What follows belongs to an exercise in optimizing a design on an open flow for small area, a short achievable clock period and few clock cycles per item; a production flow would make more cautious choices. Function was not checked in any run shown here: the RTL went through the layout flow alone. Power and IR drop assume default switching activity.

### run.sh
#!/bin/bash
# synth_recipe.tcl (not shown) runs the flow's synth.tcl, then flattens the netlist and writes it again
# the make line also repeats each setting of config.mk as NAME=value (left out here)
make -C /OpenROAD-flow-scripts/flow DESIGN_CONFIG=/design/flow/config.mk WORK_HOME=/design/flow/orfs CLKGATE_MAP_FILE= SYNTH_SCRIPT=/design/flow/synth_recipe.tcl finish
### config.mk
export PLATFORM = sky130hd
export DESIGN_NAME = bounded_ordered_set
export DESIGN_NICKNAME = bounded_ordered_set
export VERILOG_FILES = /design/flow/design.v
export SDC_FILE = /design/flow/constraint.sdc
export NUM_CORES = 4
export LEC_CHECK = 0
export CAP_MARGIN = 20
export CORE_MARGIN = 2
export CORE_UTILIZATION = 40
export SLEW_MARGIN = 20
### constraint.sdc
create_clock -name core_clock -period 4.0 [get_ports {clock}]
set_input_delay 0.8000 -clock core_clock [delete_from_list [all_inputs] [get_ports {clock}]]
set_output_delay 0.8000 -clock core_clock [all_outputs]
set_load 0.01 [all_outputs]
### design.v
package bos_pkg;
   localparam int CAPACITY = 8;
   localparam int VALUE_W  = 32;
   localparam int RSP_W    = 7;    
   localparam logic [3:0] CAP_LIMIT_RESET = 4'd8;
   typedef logic [VALUE_W-1:0] value_type;
   localparam logic [1:0] OP_INSERT = 2'd0;
   localparam logic [1:0] OP_REMOVE = 2'd1;
   localparam logic [1:0] ST_DONE      = 2'd0;
   localparam logic [1:0] ST_DUPLICATE = 2'd1;
   localparam logic [1:0] ST_FULL      = 2'd2;
   localparam logic [1:0] ST_NOT_FOUND = 2'd3;
endpackage
module bos_cell (
   input  logic               clock,
   input  logic               load,
   input  bos_pkg::value_type value,
   output logic               equal
);
   bos_pkg::value_type entry_ff;
   assign equal = (entry_ff == value);
   always_ff @(posedge clock) begin
      if (load) begin
         entry_ff <= value;
      end
   end
endmodule
module bounded_ordered_set (
   input  logic        clock,
   input  logic        reset,
   input  logic        req_tvalid,
   output logic        req_tready,
   input  logic [31:0] req_tdata,
   input  logic [1:0]  req_tuser,
   output logic        rsp_tvalid,
   input  logic        rsp_tready,
   output logic [7:0]  rsp_tdata,   
   input  logic        csr_we,
   input  logic [3:0]  csr_wdata
);
   localparam int N = bos_pkg::CAPACITY;
   localparam int W = bos_pkg::RSP_W;
   localparam int Q = 4;
   logic               r_valid_ff;
   bos_pkg::value_type r_value_ff;
   logic [1:0]         r_op_ff;
   logic               s_valid_ff;
   logic [1:0]         s_op_ff;
   logic [N-1:0]       eq_ff;
   logic [N-1:0]       valid_ff;
   logic [3:0]         count_ff;
   logic [3:0]         limit_ff;    
   logic [2:0]         q_cnt_ff;
   logic [W-1:0]       q_ff [Q];
   logic               rsp_valid_ff;
   logic [2:0]         out_cnt_ff;
   logic               ready_ff;
   logic [N-1:0]       equal;
   logic [N-1:0]       match;
   logic [N-1:0]       free_first;
   logic [N-1:0]       valid_in;
   logic               hit_any;
   logic               room;
   logic               is_insert;
   logic               is_remove;
   logic               do_insert;
   logic               do_remove;
   logic [3:0]         count_in;
   logic [1:0]         status;
   logic [W-1:0]       rsp_new;
   logic               req_fire;
   logic               pop;
   logic [2:0]         q_cnt_in;
   logic [2:0]         out_cnt_in;
   assign req_tready = ready_ff;
   assign req_fire   = req_tvalid && ready_ff;
   always_ff @(posedge clock) begin
      r_value_ff <= req_tdata;
      r_op_ff    <= req_tuser;
      s_op_ff    <= r_op_ff;
      eq_ff      <= equal;
   end
   for (genvar i = 0; i < N; i++) begin : g_slot
      bos_cell u_cell (
         .clock (clock),
         .load  (!valid_in[i]),
         .value (r_value_ff),
         .equal (equal[i])
      );
   end
   assign match   = eq_ff & valid_ff;
   assign hit_any = |match;
   always_comb begin
      free_first = '0;
      for (int i = N - 1; i >= 0; i--) begin
         if (!valid_ff[i]) begin
            free_first = '0;
            free_first[i] = 1'b1;
         end
      end
   end
   assign room      = count_ff < limit_ff;
   assign is_insert = (s_op_ff == bos_pkg::OP_INSERT);
   assign is_remove = (s_op_ff == bos_pkg::OP_REMOVE);
   assign do_insert = s_valid_ff && is_insert && !hit_any && room;
   assign do_remove = s_valid_ff && is_remove && hit_any;
   always_comb begin
      for (int i = 0; i < N; i++) begin
         valid_in[i] = valid_ff[i] ? !(do_remove && match[i]) : (do_insert && free_first[i]);
      end
   end
   always_comb begin
      if (is_insert) begin
         status = hit_any ? bos_pkg::ST_DUPLICATE :
                  (room ? bos_pkg::ST_DONE : bos_pkg::ST_FULL);
      end else begin
         status = hit_any ? bos_pkg::ST_DONE : bos_pkg::ST_NOT_FOUND;
      end
   end
   always_comb begin
      count_in = count_ff;
      if (do_insert) begin
         count_in = count_ff + 4'd1;
      end else if (do_remove) begin
         count_in = count_ff - 4'd1;
      end
   end
   assign rsp_new = {count_in, hit_any, status};
   assign pop      = rsp_tready && rsp_valid_ff;
   assign q_cnt_in = q_cnt_ff + {2'b00, s_valid_ff} - {2'b00, pop};
   always_ff @(posedge clock) begin
      for (int k = 0; k < Q; k++) begin
         if (pop) begin
            if (k + 1 < Q && q_cnt_ff > 3'(k + 1)) begin
               q_ff[k] <= q_ff[(k + 1) % Q];
            end else begin
               q_ff[k] <= rsp_new;
            end
         end else if (q_cnt_ff <= 3'(k)) begin
            q_ff[k] <= rsp_new;
         end
      end
   end
   assign out_cnt_in = out_cnt_ff + {2'b00, req_fire} - {2'b00, pop};
   always_ff @(posedge clock) begin
      if (reset) begin
         r_valid_ff   <= 1'b0;
         s_valid_ff   <= 1'b0;
         valid_ff     <= '0;
         count_ff     <= '0;
         limit_ff     <= bos_pkg::CAP_LIMIT_RESET;
         q_cnt_ff     <= '0;
         rsp_valid_ff <= 1'b0;
         out_cnt_ff   <= '0;
         ready_ff     <= 1'b1;
      end else begin
         r_valid_ff <= req_fire;
         s_valid_ff <= r_valid_ff;
         if (csr_we) begin
            limit_ff <= (csr_wdata > 4'd8) ? 4'd8 : csr_wdata;
         end
         valid_ff     <= valid_in;
         count_ff     <= count_in;
         q_cnt_ff     <= q_cnt_in;
         rsp_valid_ff <= (q_cnt_in != 3'd0);
         out_cnt_ff   <= out_cnt_in;
         ready_ff     <= (out_cnt_in < 3'(Q));
      end
   end
   assign rsp_tvalid = rsp_valid_ff;
   assign rsp_tdata  = {1'b0, q_ff[0]};
endmodule
==> summary.txt, run 1 <==
die height 193 um; DRC Markers 0; Total GRT Usage 0.161; flip-flop and latch count after synthesis 354; min-delay worst type flop to flop; PwrDens 525 nW/um2; Antenna Cells 0; clock power share 0.391; chip width 193 um; Cell variety after synth 54; Synth async-reset ratio 0; setup ws final 0.955 ns; ranking of synthesized cells by area edfxtp_1 (60%), xor2_1 (16%), dfxtp_1 (9.8%); global-route wire length before repair 44.2 mm; post-synth top area share 0.599; Max Cap Violations 0; crit path max-delay cell type a31oi_4; worst slew pin tran 1.07 ns; Main synth FF type edfxtp_1; share of cells above drive strength 1 0.0914; # rows 69; Via Count 7443; post-synthesis cell area 14200 um2; most common cell in the synthesized netlist edfxtp_1; initial antenna violation count 0; crit start category flop; sequential share of power 0.520; CTS Hold Bufs 0; CTS tree done; Worst path max stage delay 0.77 ns; pre-CTS WS 0.985 ns; clk sinks 354; Die Area 37100 um2; CP cell instances a22o_1, o41a_1, a21oi_1, a31oi_4, buf_4; critical path startpoint valid_ff[6]; Initial Util 0.403; Max IR drop VDD 0.000363 V; clock-pin slew on the worst setup and hold paths 0.06 ns; Sw Share 0.236; drt first pass iters 4; placer's final routability congestion estimate 0.780; DR WL/cell 19.3 um; Largest delay share family, worst path compound AO/OA/AOI/OAI gates; Pins Over Slew Limit 0; CP arrival 3.27 ns; largest net degree at the start of global routing 33; Req. time, crit path 4.23 ns; Final ANT Viol Nets 0; Max Clock Skew 0.0310 ns; buffer depth of the longest clock path 3; WS Path Type flop to flop; Layout Cells excl Fill 1511; CTS resizes 0; setup bufs post-CTS 0; placed insts 1439; RSZ-0062 raised after global routing false; final setup vio count 0; num ports 53; final period utilization 0.761; Max-slew headroom 0.288; Post-DP HPWL 18.6 mm; outcome finished clean; Post-synth EDFFs 284; vias in the first global route 7358; Worst Path Buf+Inv 1; Routed WL 29.1 mm; Logic pwr share 0.089; hold path startpoint r_op_ff[1]; worst-path fanout max 27; total CTS buffers 39; grt total ovfl 0; leakage 6.19 nW; Mapped Nets 1002; Int Pwr 0.00665 W; DR vias/cell 4.93; Avg Inst Size Synth 15.1 um2; Synthesis Warnings 3; P_sw 0.00205 W; Commonest cells post-synth edfxtp_1 (284), xor2_1 (259), dfxtp_1 (70); Synth area leader edfxtp_1; IO Port Bufs 51; total power 0.00871 W; Setup crit end kind flop; CTS root buf clkbuf_16; Gate Count Post-Synth 945; min Tclk post-route 3.04 ns; RR Startpoint valid_ff[6]; Area Growth Syn to Fin 16.6%; Hold Vio Cnt, Final 0; NumNets Final 1076; final setup TNS 0 ns; post-layout util 0.470; Core Area 35300 um2; Peak Freq 328 MHz; register area share after synthesis 0.697; H-tree levels 2; worst skew pair latency 0.54 ns; DR iter-0 viols 416
layout by cell type, fill, tap and decap left out, types with 6 or more instances in the layout:
| master | n |
|---|---|
| a21oi_1 | 12 |
| buf_4 | 23 |
| clkbuf_1 | 10 |
| clkbuf_16 | 39 |
| clkdlybuf4s50_1 | 51 |
| clkinv_1 | 6 |
| clkinv_2 | 7 |
| dfxtp_1 | 70 |
| edfxtp_1 | 284 |
| ha_1 | 12 |
| inv_1 | 21 |
| nand2_1 | 22 |
| nand3_1 | 8 |
| nand4_1 | 18 |
| nor2_1 | 38 |
| nor2b_1 | 6 |
| nor4_1 | 65 |
| o21ai_0 | 6 |
| o31ai_1 | 6 |
| xor2_1 | 259 |
power by group through the flow:
| stage | registers [W] | clock network (W) | logic [W] |
|---|---|---|---|
| 5_1_grt | 0.00457 | 0.00364 | 0.000871 |
| 4_1_cts | 0.00454 | 0.00350 | 0.000785 |
| 3_3_place_gp | 0.00460 | 0 | 0.000773 |
| 6_report | 0.00453 | 0.00340 | 0.000775 |
| 3_5_place_dp | 0.00461 | 0 | 0.000780 |
| 2_1_floorplan | 0.00454 | 0 | 0.000518 |
worst register-to-register path: cells and delay by family (launching register included):
family,cells,cell delay [ns]
AOI/OAI and AO/OA,4,2.00
DFF,1,0.43
buffers and inverters,1,0.30
routing by layer:
layer | track usage | wire [um] | vias up
met5 | 0 | 0 | -
met4 | 0.0393 | 429 | 0
met3 | 0.0278 | 1320 | 37
met2 | 0.257 | 13500 | 161
met1 | 0.227 | 13900 | 3647
li1 | - | - | 3598
final cells by class:
type / count / area [um2]
clock inverter: 18 / 154
inverter: 21 / 78.8
multi-input combinational: 529 / 4090
clock buffer: 54 / 1080
fill: 3075 / 18700
tap: 461 / 577
timing repair buffer: 74 / 683
sequential: 354 / 9930
per-stage QoR:
step                instance area [um2]  hold slack (ns)
CTS                               16600            0.377
floorplan                         14200            0.310
detailed placement                15400            0.359
global route                      16600            0.384
global placement                  15400            0.367
finish                            16600            0.369
logic make-up (layout without fill, tap and decap cells):
family	after synthesis	after routing	share of synthesized area
mux	1	1	0.000791
flops	354	354	0.697
compound gates	72	72	0.0409
fa+ha+maj	14	14	0.0134
buf+inv	62	167	0.0172
simple gates	180	180	0.0698
xor+xnor	261	261	0.161
other cells	1	1	0.000263
path summary, 6_finish.rpt:
kind                                         to  slack (ns)  cells past startpoint
setup / recovery  g_slot[0].u_cell.entry_ff[21]        0.96                      5
hold / removal                       s_op_ff[1]        0.37                      0
setup reg to reg  g_slot[0].u_cell.entry_ff[21]        0.96                      5
hold reg to reg                      s_op_ff[1]        0.37                      0
registers in the layout (all words and copies together), names as in the netlist, 4 cells and up:
name                    count
g_slot.u_cell.entry_ff    256
r_value_ff                 32
q_ff                       28
eq_ff                       8
valid_ff                    8
count_ff                    4
limit_ff                    4
==> run 2, diff against run 1 <==
--- a/config.mk
+++ b/config.mk
@@ -8,4 +8,5 @@
 export CAP_MARGIN = 20
 export CORE_MARGIN = 2
 export CORE_UTILIZATION = 40
+export SETUP_SLACK_MARGIN = 2.2
 export SLEW_MARGIN = 20
==> run 2 against run 1 <==
Still clean on timing, DRC and antenna. Power grew 5.5%. Synthesized cell count stayed put. Global-route usage is 3.3 points higher. Count of clock-buffer cells in the layout down 1. Fmax increased by 40%. Combinational power rose by 24%. Hold slack got worse by 0.037 ns. Critical path type unchanged. Largest power group unchanged.
==> summary.txt, run 2 <==
most flop-heavy register g_slot.u_cell.entry_ff (unchanged); largest net degree at the start of global routing 34 (was 33); IO Port Bufs 51 (unchanged); most common cell in the synthesized netlist edfxtp_1 (unchanged); Final ANT Viol Nets 0 (unchanged); Core Area 35300 um2 (unchanged); Antenna Cells 0 (unchanged); share of cells above drive strength 1 0.295 (was 0.0914); Cell variety after synth 54 (unchanged); worst slew pin tran 0.727 ns (was 1.07 ns); placer's final routability congestion estimate 0.769 (was 0.780); H-tree levels 2 (unchanged); DR WL/cell 22.3 um (was 19.3 um); Max Clock Skew 0.0134 ns (was 0.0310 ns); most frequent cells in the layout edfxtp_1 (284), xor2_1 (258), buf_4 (71), nor4_1 (55), clkbuf_16 (42) (was edfxtp_1 (284), xor2_1 (259), dfxtp_1 (70), nor4_1 (65), clkdlybuf4s50_1 (51)); Total GRT Usage 0.193 (was 0.161); NumNets Final 1178 (was 1076); clock-pin slew on the worst setup and hold paths 0.06 ns (about the same); # rows 69 (unchanged); Setup crit end kind flop (unchanged); Fillers 2809 (was 3075); Initial Util 0.403 (unchanged); min Tclk post-route 2.18 ns (was 3.04 ns); outcome finished clean (unchanged); Max Cap Violations 0 (unchanged); final setup vio count 0 (unchanged); initial antenna violation count 1 (was 0); num ports 53 (unchanged); Synth area leader edfxtp_1 (unchanged); leakage 6.99 nW (was 6.19 nW); CTS tree done (unchanged); crit start category flop (unchanged); final period utilization 0.546 (was 0.761); clk sinks 354 (unchanged); Post-DP HPWL 18.9 mm (was 18.6 mm); Gate Count Post-Synth 945 (unchanged); hold_ws 0.332 ns (was 0.369 ns); worst skew pair latency 0.52 ns (was 0.54 ns); Max IR drop VDD 0.000351 V (was 0.000363 V); total CTS buffers 39 (unchanged); WS Path Type flop to flop (unchanged); CTS root buf clkbuf_16 (unchanged); number of flip-flops in the largest register 256 (unchanged); buffer depth of the longest clock path 3 (unchanged); Largest regs g_slot.u_cell.entry_ff: 256 flops, r_value_ff: 32 flops, q_ff: 28 flops (unchanged); placed insts 1444 (was 1439); drt first pass iters 5 (was 4); RSZ-0062 raised after global routing true (was false); Pins Over Slew Limit 0 (unchanged); Main synth FF type edfxtp_1 (unchanged); DRC Markers 0 (unchanged); DR iter-0 viols 747 (was 416); grt total ovfl 0 (unchanged); final setup TNS 0 ns (unchanged); Peak Freq 458 MHz (was 328 MHz); register area share after synthesis 0.697 (unchanged); Req. time, crit path 4.27 ns (was 4.23 ns); Routed WL 36.0 mm (was 29.1 mm); flip-flop and latch count after synthesis 354 (unchanged); Die Area 37100 um2 (unchanged); min-delay worst type flop to flop (unchanged); die height 193 um (unchanged); CP arrival 2.45 ns (was 3.27 ns); Commonest cells post-synth edfxtp_1 (284), xor2_1 (259), dfxtp_1 (70) (unchanged); Synthesis Warnings 3 (unchanged); ranking of synthesized cells by area edfxtp_1 (60%), xor2_1 (16%), dfxtp_1 (9.8%) (unchanged); Hold Vio Cnt, Final 0 (unchanged); DR vias/cell 5.18 (was 4.93); vias in the first global route 8181 (was 7358); worst-path fanout max 4 (was 27); post-synth top area share 0.599 (unchanged); global-route wire length before repair 52.5 mm (was 44.2 mm); Avg Inst Size Synth 15.1 um2 (unchanged); Via Count 8345 (was 7443); Mapped Nets 1002 (unchanged); Max-slew headroom 0.515 (was 0.288); chip width 193 um (unchanged); post-synthesis cell area 14200 um2 (unchanged); Layout Cells excl Fill 1612 (was 1511); CTS Hold Bufs 0 (unchanged); Area Growth Syn to Fin 30.6% (was 16.6%); Synth async-reset ratio 0 (unchanged); commonest non-fill, non-tap cell in the layout edfxtp_1 (unchanged); post-layout util 0.527 (was 0.470); PwrDens 494 nW/um2 (was 525 nW/um2); Post-synth EDFFs 284 (unchanged)
run 2: cell types whose count changed in the layout (fill, tap and decap cells not counted), moves of 7 or more:
cell,delta
a31o_4,+15
buf_12,+11
buf_2,+8
buf_4,+48
buf_6,+26
clkdlybuf4s50_1,-12
dfxtp_1,-47
dfxtp_2,+23
dfxtp_4,+24
ha_1,-7
nor4_1,-10
nor4_2,+7
run 2: cell families (layout without fill, tap and decap cells):
kind of cell    count (synthesis)  in the layout  synth area share
flops                         354            354             0.697
xor+xnor                      261            261             0.161
simple gates                  180            184            0.0698
compound gates                 72             85            0.0409
buf+inv                        62            251            0.0172
fa+ha+maj                      14             14            0.0134
other cells                     1              1          0.000263
mux                             1              1          0.000791
run 2: per-stage QoR:
stage	setup slack [ns]	power (W)	instance area, um2
floorplan	1.81	0.00513	14500
global placement	1.24	0.00546	15600
detailed placement	1.19	0.00549	15600
CTS	1.92	0.00925	18100
global route	1.78	0.00955	18600
finish	1.82	0.00919	18600
run 2: critical path: stages (launching register included):
cell and delay (ns):
dfxtp_4 0.35, a22o_4 0.28, buf_6 0.13, o41ai_4 0.38, buf_4 0.19, nor4_4 0.04
a311oi_2 0.27, buf_4 0.22, o31ai_2 0.06
run 2: final timing paths:
check,startpoint,end,slack (ns),cells past startpoint
max,eq_ff[4],q_ff[2][6],1.82,8
min,r_op_ff[0],s_op_ff[0],0.33,0
max reg2reg,eq_ff[4],q_ff[2][6],1.82,8
min reg2reg,r_op_ff[0],s_op_ff[0],0.33,0
run 2: cell type report:
class	instances	area, um2	area share
clock inverter	18	205	0.0110
sequential	354	10000	0.540
timing repair buffer	159	1540	0.0827
multi-input combinational	546	5010	0.269
inverter	21	86.3	0.00464
tap	461	577	0.0310
clock buffer	53	1130	0.0608
run 2: per-layer routing:
metal | vias up | track usage | wire [um] | share of wire
li1 | 3865 | - | - | -
met1 | 4171 | 0.264 | 15700 | 0.44
met2 | 249 | 0.319 | 17200 | 0.48
met3 | 58 | 0.0336 | 2250 | 0.062
met4 | 2 | 0.0520 | 848 | 0.024
met5 | - | 0 | 11 | 0.00031
run 2: power breakdown:
part | switching (W) | internal (W)
clock | 0.00144 | 0.00225
combinational | 0.000535 | 0.000429
sequential | 0.000212 | 0.00432
run 2: timing repair:
action | CTS | global route
buffers inserted | 56 | 22
pin swaps | 34 | 22
gates resized for setup | 186 | 54
endpoints found under the setup margin | 317 | 314
cloned | 14 | 5
==> run 3, diff against run 2 <==
--- a/config.mk
+++ b/config.mk
@@ -5,8 +5,9 @@
 export SDC_FILE = /design/flow/constraint.sdc
 export NUM_CORES = 4
 export LEC_CHECK = 0
+export ABC_CLOCK_PERIOD_IN_PS = 1200
 export CAP_MARGIN = 20
 export CORE_MARGIN = 2
 export CORE_UTILIZATION = 40
-export SETUP_SLACK_MARGIN = 2.2
+export SETUP_SLACK_MARGIN = 2.5
 export SLEW_MARGIN = 20
==> run 3 against run 2 <==
Fmax shrank 0.40%. Global-route usage is 0.37 points higher. Count of clock-buffer cells in the layout decreased by 2. Utilization grew 3.1 points. Design area grew 5.9%. Still clean on timing, DRC and antenna. Die area unchanged. Combinational power up 28%. Synthesized area unchanged. Final cell count is 4.3% higher. Sequential power hardly changed.
==> summary.txt, run 3 <==
outcome finished clean (unchanged); chip width 193 um (unchanged); Synth area leader edfxtp_1 (unchanged); Logic pwr share 0.133 (was 0.105); # rows 69 (unchanged); leakage 7.46 nW (was 6.99 nW); Sw Share 0.247 (was 0.238); Initial Util 0.403 (unchanged); worst skew pair latency 0.54 ns (was 0.52 ns); total CTS buffers 39 (unchanged); capture point of the worst reg-to-reg path g_slot[7].u_cell.entry_ff[16] (was q_ff[2][6]); RR Startpoint valid_ff[7] (was eq_ff[4]); Hold Vio Cnt, Final 0 (unchanged); Core Area 35300 um2 (unchanged); Routed WL 37.0 mm (was 36.0 mm); Setup crit end kind flop (unchanged); DR WL/cell 22.0 um (was 22.3 um); Cell variety after synth 54 (unchanged); cell count of the worst reg-to-reg path 7 (was 8); RSZ-0062 raised after global routing true (unchanged); post-layout util 0.558 (was 0.527); clock power share 0.377 (was 0.401); drt first pass iters 5 (unchanged); most flop-heavy register g_slot.u_cell.entry_ff (unchanged); Max IR drop VDD 0.000324 V (was 0.000351 V); IO Port Bufs 51 (unchanged); share of cells above drive strength 1 0.370 (was 0.295); worst hold path cell count 0 (unchanged); Post-DP HPWL 18.5 mm (was 18.9 mm); Post-synth EDFFs 284 (unchanged); CP cell instances a22o_4, nor4_4, and2_4, buf_4, nand4_1, buf_6, and2_4 (was a22o_4, buf_6, o41ai_4, buf_4, nor4_4, a311oi_2, buf_4, o31ai_2); Max-slew headroom 0.549 (was 0.515); P_sw 0.00228 W (was 0.00218 W); min-delay worst type flop to flop (unchanged); buffer depth of the longest clock path 3 (unchanged); Peak Freq 456 MHz (was 458 MHz); Total GRT Usage 0.197 (was 0.193); CP most frequent cell and2_4 (was buf_4); number of flip-flops in the largest register 256 (unchanged); most common cell in the synthesized netlist edfxtp_1 (unchanged); sequential share of power 0.490 (was 0.494); Gate Count Post-Synth 945 (unchanged); CTS root buf clkbuf_16 (unchanged); Largest regs g_slot.u_cell.entry_ff: 256 flops, r_value_ff: 32 flops, q_ff: 28 flops (unchanged); Commonest cells post-synth edfxtp_1 (284), xor2_1 (259), dfxtp_1 (70) (unchanged); post-synthesis cell area 14200 um2 (unchanged); Worst path max stage delay 0.34 ns (was 0.38 ns); Fillers 2726 (was 2809); Avg Inst Size Synth 15.1 um2 (unchanged); Final ANT Viol Nets 0 (unchanged); Via Count 8623 (was 8345); crit path max-delay cell type dfxtp_2 (was o41ai_4); hold path startpoint r_op_ff[0] (unchanged); grt total ovfl 0 (unchanged); worst slew pin tran 0.677 ns (was 0.727 ns); post-synth top area share 0.599 (unchanged); DR iter-0 viols 545 (was 747); clk sinks 354 (unchanged); most frequent cells in the layout edfxtp_1 (284), xor2_1 (245), buf_4 (112), clkbuf_16 (41), clkdlybuf4s50_1 (39) (was edfxtp_1 (284), xor2_1 (258), buf_4 (71), nor4_1 (55), clkbuf_16 (42)); NumNets Final 1246 (was 1178); final setup TNS 0 ns (unchanged); placer's final routability congestion estimate 0.774 (was 0.769); clock-pin slew on the worst setup and hold paths 0.06 ns (about the same); H-tree levels 2 (unchanged); ranking of synthesized cells by area edfxtp_1 (60%), xor2_1 (16%), dfxtp_1 (9.8%) (unchanged); CTS Hold Bufs 0 (unchanged); worst-path fanout max 8 (was 4); num ports 53 (unchanged); DR vias/cell 5.13 (was 5.18); Antenna Cells 0 (unchanged); Pins Over Slew Limit 0 (unchanged); Worst Hold End s_op_ff[0] (unchanged); Area Growth Syn to Fin 38.3% (was 30.6%); Max Clock Skew 0.0159 ns (was 0.0134 ns); WS Path Type flop to flop (unchanged); Int Pwr 0.00694 W (was 0.00700 W); Main synth FF type edfxtp_1 (unchanged); initial antenna violation count 0 (was 1); commonest non-fill, non-tap cell in the layout edfxtp_1 (unchanged); final period utilization 0.548 (was 0.546); Largest delay share family, worst path simple AND/OR/NAND/NOR gates (was compound AO/OA/AOI/OAI gates); DRC Markers 0 (unchanged); global-route wire length before repair 53.1 mm (was 52.5 mm); setup ws final 1.81 ns (was 1.82 ns); Req. time, crit path 4.28 ns (was 4.27 ns); die height 193 um (unchanged); crit start category flop (unchanged); PwrDens 468 nW/um2 (was 494 nW/um2); Die Area 37100 um2 (unchanged); largest net degree at the start of global routing 17 (was 34); min Tclk post-route 2.19 ns (was 2.18 ns); CP arrival 2.47 ns (was 2.45 ns); flip-flop and latch count after synthesis 354 (unchanged); Worst Path Buf+Inv 2 (was 3); pre-CTS WS 1.21 ns (was 1.19 ns); reg-to-reg setup timing slack 1.81 ns (was 1.82 ns); Synth async-reset ratio 0 (unchanged); CTS tree done (unchanged); register area share after synthesis 0.697 (unchanged); vias in the first global route 8437 (was 8181); final setup vio count 0 (unchanged); Synthesis Warnings 3 (unchanged); Max Cap Violations 0 (unchanged); Mapped Nets 1002 (unchanged)
run 3: worst reg2reg max path, cell delays in order (launching register included):
cell,delay [ns]
dfxtp_2,0.34
a22o_4,0.29
nor4_4,0.33
and2_4,0.30
buf_4,0.17
nand4_1,0.11
buf_6,0.17
and2_4,0.22
run 3: power groups by stage:
stage | registers [W] | clock network (W) | logic [W]
final | 0.00451 | 0.00347 | 0.00123
after CTS | 0.00452 | 0.00354 | 0.00108
after global routing | 0.00455 | 0.00369 | 0.00134
after detailed placement | 0.00461 | 0 | 0.000867
after global placement | 0.00460 | 0 | 0.000854
after floorplan | 0.00455 | 0 | 0.000587
run 3: logic make-up after synthesis:
| family | Yosys count | share of synthesized area |
|---|---|---|
| AND/OR/NAND/NOR | 180 | 0.0698 |
| XOR/XNOR | 261 | 0.161 |
| AO/OA/AOI/OAI | 72 | 0.0409 |
| adder cells (fa/ha/maj) | 14 | 0.0134 |
| flip-flops | 354 | 0.697 |
| other | 1 | 0.000263 |
| buffers and inverters | 62 | 0.0172 |
| multiplexers | 1 | 0.000791 |
run 3: area by class of cell:
| cell class | count | area [um2] | area share |
|---|---|---|---|
| clock buffer | 51 | 1070 | 0.0545 |
| clock inverter | 21 | 170 | 0.00864 |
| inverter | 21 | 86.3 | 0.00438 |
| multi-input combinational | 542 | 5280 | 0.268 |
| sequential | 354 | 10100 | 0.512 |
| tap | 461 | 577 | 0.0293 |
| timing repair buffer | 231 | 2430 | 0.124 |
run 3: metrics by stage:
stage	cell area [um2]	total power (W)	instances	hold slack [ns]
floorplan	14500	0.00514	945	0.310
global placement	15600	0.00546	1440	0.356
detailed placement	15600	0.00548	1440	0.348
CTS	18700	0.00914	1620	0.355
global route	19700	0.00958	1681	0.353
finish	19700	0.00921	1681	0.344
run 3: per-layer routing:
layer  vias to the layer above  wire, um  global-route usage
met5                         -         0                   0
met3                        59      2290              0.0436
met1                      4331     16000               0.264
met4                         0      1080              0.0655
met2                       248     17600               0.317
li1                       3985         -                   -
run 3: timing repair:
action | 4_1_cts | 5_1_grt
gates cloned | 16 | 1
pin swaps | 73 | 61
resized for setup | 249 | 92
hold endpoints to repair | 0 | 0
endpoints found under the setup margin | 350 | 326
buffers inserted | 92 | 60
run 3: how the worst max path moves through the flow:
stage,slack (ns),cells past startpoint,to,start
3_5_place_dp,1.21,5,g_slot[6].u_cell.entry_ff[16],count_ff[0]
4_1_cts,1.89,5,g_slot[2].u_cell.entry_ff[13],valid_ff[4]
3_3_place_gp,1.25,5,g_slot[6].u_cell.entry_ff[2],count_ff[0]
6_report,1.81,7,g_slot[7].u_cell.entry_ff[16],valid_ff[7]
2_1_floorplan,1.81,6,g_slot[4].u_cell.entry_ff[0],valid_ff[4]
5_1_grt,1.81,7,g_slot[7].u_cell.entry_ff[28],valid_ff[7]
==> run 4, diff against run 3 <==
--- a/config.mk
+++ b/config.mk
@@ -5,9 +5,10 @@
 export SDC_FILE = /design/flow/constraint.sdc
 export NUM_CORES = 4
 export LEC_CHECK = 0
-export ABC_CLOCK_PERIOD_IN_PS = 1200
+export ABC_CLOCK_PERIOD_IN_PS = 2000
 export CAP_MARGIN = 20
 export CORE_MARGIN = 2
 export CORE_UTILIZATION = 40
-export SETUP_SLACK_MARGIN = 2.5
+export CTS_CLUSTER_SIZE = 40
+export SETUP_SLACK_MARGIN = 2.2
 export SLEW_MARGIN = 20
==> run 4 against run 3 <==
Clock power grew 6.3%. Combinational power shrank 22%. Largest cell class unchanged. Synthesized area is the same. Register-to-register slack is essentially flat. Global-route usage shrank 0.37 points. Sequential power is essentially flat. Critical endpoint is now q_ff[2][6]. Design area shrank 5.6%. First-iteration DRC count grew 37%. Wire length shrank 2.5%. Synthesized cell count is the same. Critical path depth grew 1.
==> summary.txt, run 4 <==
outcome finished clean (unchanged); Pins Over Slew Limit 0 (unchanged); Total GRT Usage 0.193 (was 0.197); Via Count 8345 (was 8623); worst slew pin tran 0.727 ns (was 0.677 ns); metal1 wirelength 15.7 mm (was 16.0 mm); worst skew pair latency 0.52 ns (was 0.54 ns); Commonest cells post-synth edfxtp_1 (284), xor2_1 (259), dfxtp_1 (70) (unchanged); final setup vio count 0 (unchanged); total CTS buffers 39 (unchanged); CTS tree done (unchanged); DR vias/cell 5.18 (was 5.13); Req. time, crit path 4.27 ns (was 4.28 ns); Max Cap Violations 0 (unchanged); WS Path Type flop to flop (unchanged); worst hold path cell count 0 (unchanged); Post-synth EDFFs 284 (unchanged); final period utilization 0.546 (was 0.548); Hold Vio Cnt, Final 0 (unchanged); commonest non-fill, non-tap cell in the layout edfxtp_1 (unchanged); Max Clock Skew 0.0134 ns (was 0.0159 ns); register area share after synthesis 0.697 (unchanged); global-route wire length before repair 52.5 mm (was 53.1 mm); grt total ovfl 0 (unchanged); RR Startpoint eq_ff[4] (was valid_ff[7]); CP arrival 2.45 ns (was 2.47 ns); Synthesis Warnings 3 (unchanged); min Tclk post-route 2.18 ns (was 2.19 ns); Worst Hold End s_op_ff[0] (unchanged); number of flip-flops in the largest register 256 (unchanged); Final ANT Viol Nets 0 (unchanged); min-delay worst type flop to flop (unchanged); Gate Count Post-Synth 945 (unchanged); CTS root buf clkbuf_16 (unchanged); DRC Markers 0 (unchanged); PwrDens 494 nW/um2 (was 468 nW/um2); Synth area leader edfxtp_1 (unchanged); most common cell in the synthesized netlist edfxtp_1 (unchanged); initial antenna violation count 1 (was 0); Core Area 35300 um2 (unchanged); Initial Util 0.403 (unchanged); die height 193 um (unchanged); worst-path fanout max 4 (was 8); Main synth FF type edfxtp_1 (unchanged); flip-flop and latch count after synthesis 354 (unchanged); Max-slew headroom 0.515 (was 0.549); placer's final routability congestion estimate 0.769 (was 0.774); Post-DP HPWL 18.9 mm (was 18.5 mm); capture point of the worst reg-to-reg path q_ff[2][6] (was g_slot[7].u_cell.entry_ff[16]); Max IR drop VDD 0.000351 V (was 0.000324 V); largest net degree at the start of global routing 34 (was 17); drt first pass iters 5 (unchanged); most frequent cells in the layout edfxtp_1 (284), xor2_1 (258), buf_4 (71), nor4_1 (55), clkbuf_16 (42) (was edfxtp_1 (284), xor2_1 (245), buf_4 (112), clkbuf_16 (41), clkdlybuf4s50_1 (39)); DR iter-0 viols 747 (was 545); chip width 193 um (unchanged); NumNets Final 1178 (was 1246); CTS Hold Bufs 0 (unchanged); num ports 53 (unchanged); final setup TNS 0 ns (unchanged); crit start category flop (unchanged); critical path startpoint eq_ff[4] (was valid_ff[7]); post-synthesis cell area 14200 um2 (unchanged); reg-to-reg setup timing slack 1.82 ns (was 1.81 ns); post-synth top area share 0.599 (unchanged); IO Port Bufs 51 (unchanged); clk sinks 354 (unchanged); top sig layer met5 (was met4); share of cells above drive strength 1 0.295 (was 0.370); ranking of synthesized cells by area edfxtp_1 (60%), xor2_1 (16%), dfxtp_1 (9.8%) (unchanged); Avg Inst Size Synth 15.1 um2 (unchanged); pre-CTS WS 1.19 ns (was 1.21 ns); Mapped Nets 1002 (unchanged); Antenna Cells 0 (unchanged); # rows 69 (unchanged); Routed WL 36.0 mm (was 37.0 mm); Area Growth Syn to Fin 30.6% (was 38.3%); metal3 WL 2.25 mm (was 2.29 mm); vias in the first global route 8181 (was 8437); most flop-heavy register g_slot.u_cell.entry_ff (unchanged); clock-pin slew on the worst setup and hold paths 0.06 ns (about the same); Peak Freq 458 MHz (was 456 MHz); hold path startpoint r_op_ff[0] (unchanged); Setup crit end kind flop (unchanged); H-tree levels 2 (unchanged); setup ws final 1.82 ns (was 1.81 ns); met2 wire length 17.2 mm (was 17.6 mm); Synth async-reset ratio 0 (unchanged); cell count of the worst reg-to-reg path 8 (was 7); Die Area 37100 um2 (unchanged); DR WL/cell 22.3 um (was 22.0 um); leakage 6.99 nW (was 7.46 nW); RSZ-0062 raised after global routing true (unchanged); Cell variety after synth 54 (unchanged); buffer depth of the longest clock path 3 (unchanged); Largest regs g_slot.u_cell.entry_ff: 256 flops, r_value_ff: 32 flops, q_ff: 28 flops (unchanged)
[run 4: cell count changes in the layout (fill, tap and decap cells not counted), sizes merged]
cell | before | now
and2 | 6 | 7
a31o | 12 | 15
dlygate4sd2 | 2 | 1
bufbuf | 1 | 0
buf | 186 | 117
bufinv | 2 | 4
clkinv | 16 | 11
dlymetal6s2s | 0 | 1
[run 4: layout make-up]
class	count	area [um2]
Fill cell	2809	16700
Sequential cell	354	10000
Multi-Input combinational cell	546	5010
Timing Repair Buffer	159	1540
Clock buffer	53	1130
Tap cell	461	577
Clock inverter	18	205
Inverter	21	86.3
[run 4: timing repair]
action / CTS / global route
buffers inserted: 56 / 22
cloned: 14 / 5
endpoints found under the setup margin: 317 / 314
hold endpoints to repair: 0 / 0
gates resized for setup: 186 / 54
pin swaps: 34 / 22
[run 4: stage by stage]
step | total power (W) | cell area, um2 | hold WS, ns | cells | utilization
after floorplan | 0.00513 | 14500 | 0.310 | 945 | -
after global placement | 0.00546 | 15600 | 0.324 | 1444 | 0.442
after detailed placement | 0.00549 | 15600 | 0.322 | 1444 | 0.442
after CTS | 0.00925 | 18100 | 0.336 | 1585 | 0.514
after global routing | 0.00955 | 18600 | 0.342 | 1612 | 0.527
final | 0.00919 | 18600 | 0.332 | 1612 | 0.527
[run 4: worst max path at each step]
stage / end / slack [ns] / cells after the start
global placement: g_slot[6].u_cell.entry_ff[9] / 1.24 / 5
finish: q_ff[2][6] / 1.82 / 8
detailed placement: g_slot[6].u_cell.entry_ff[9] / 1.19 / 5
CTS: g_slot[7].u_cell.entry_ff[17] / 1.92 / 5
floorplan: g_slot[4].u_cell.entry_ff[0] / 1.81 / 6
global route: q_ff[2][4] / 1.78 / 6
[run 4: per-layer routing]
layer,up-vias,GRT usage
met3,58,0.0336
li1,3865,-
met4,2,0.0520
met1,4171,0.264
met5,-,0
met2,249,0.319
[run 4: logic make-up after synthesis]
logic type                 share of synthesized area
AOI/OAI and AO/OA                             0.0409
xor gates and xnor gates                       0.161
adders and majority gates                     0.0134
buffers and inverters                         0.0172
DFF                                            0.697
muxes                                       0.000791
other                                       0.000263
and+or+nand+nor                               0.0698
[run 4: power by group]
group,leakage [nW],switching (W),internal (W)
sequential,3.60,0.000212,0.00432
combinational,2.73,0.000535,0.000429
clock,0.658,0.00144,0.00225
total,6.99,0.00218,0.00700
[run 4: critical path, cell delays in order, from the launching register on]
cell and delay (ns):
dfxtp_4 0.35, a22o_4 0.28, buf_6 0.13, o41ai_4 0.38
buf_4 0.19, nor4_4 0.04, a311oi_2 0.27, buf_4 0.22
o31ai_2 0.06

-- separate check: timing with driven ports --
No port has a modelled driver above. Below, the same layouts with a new extraction and two added sets of constraints.
Step 1 sets driving cells, clkbuf_16 on the clock port and buf_2 on the other inputs (assumed; they add their load-dependent delay and slew).
Step 2 also shifts input and output timing later by t, the mid clock arrival at the registers, as if the neighbouring blocks saw the same clock.
Three values: ideal ports, drivers, drivers and shift; two values: the first two.
| run | shift t [ns] | setup WS [ns] | hold WS [ns] | worst data-port slew with drivers (ns) |
|---|---|---|---|---|
| run 1 | 0.581 | 0.955 / 0.955 / 0.955 | 0.369 / 0.369 / 0.369 | 0.04 |
| run 2 | 0.565 | 1.818 / 1.818 / 1.721 | 0.332 / 0.332 / 0.332 | 0.04 |
| run 3 | 0.581 | 1.809 / 1.809 / 1.741 | 0.344 / 0.344 / 0.344 | 0.05 |
| run 4 | 0.565 | 1.818 / 1.818 / 1.721 | 0.332 / 0.332 / 0.332 | 0.04 |
After both steps every run listed still meets setup and hold.
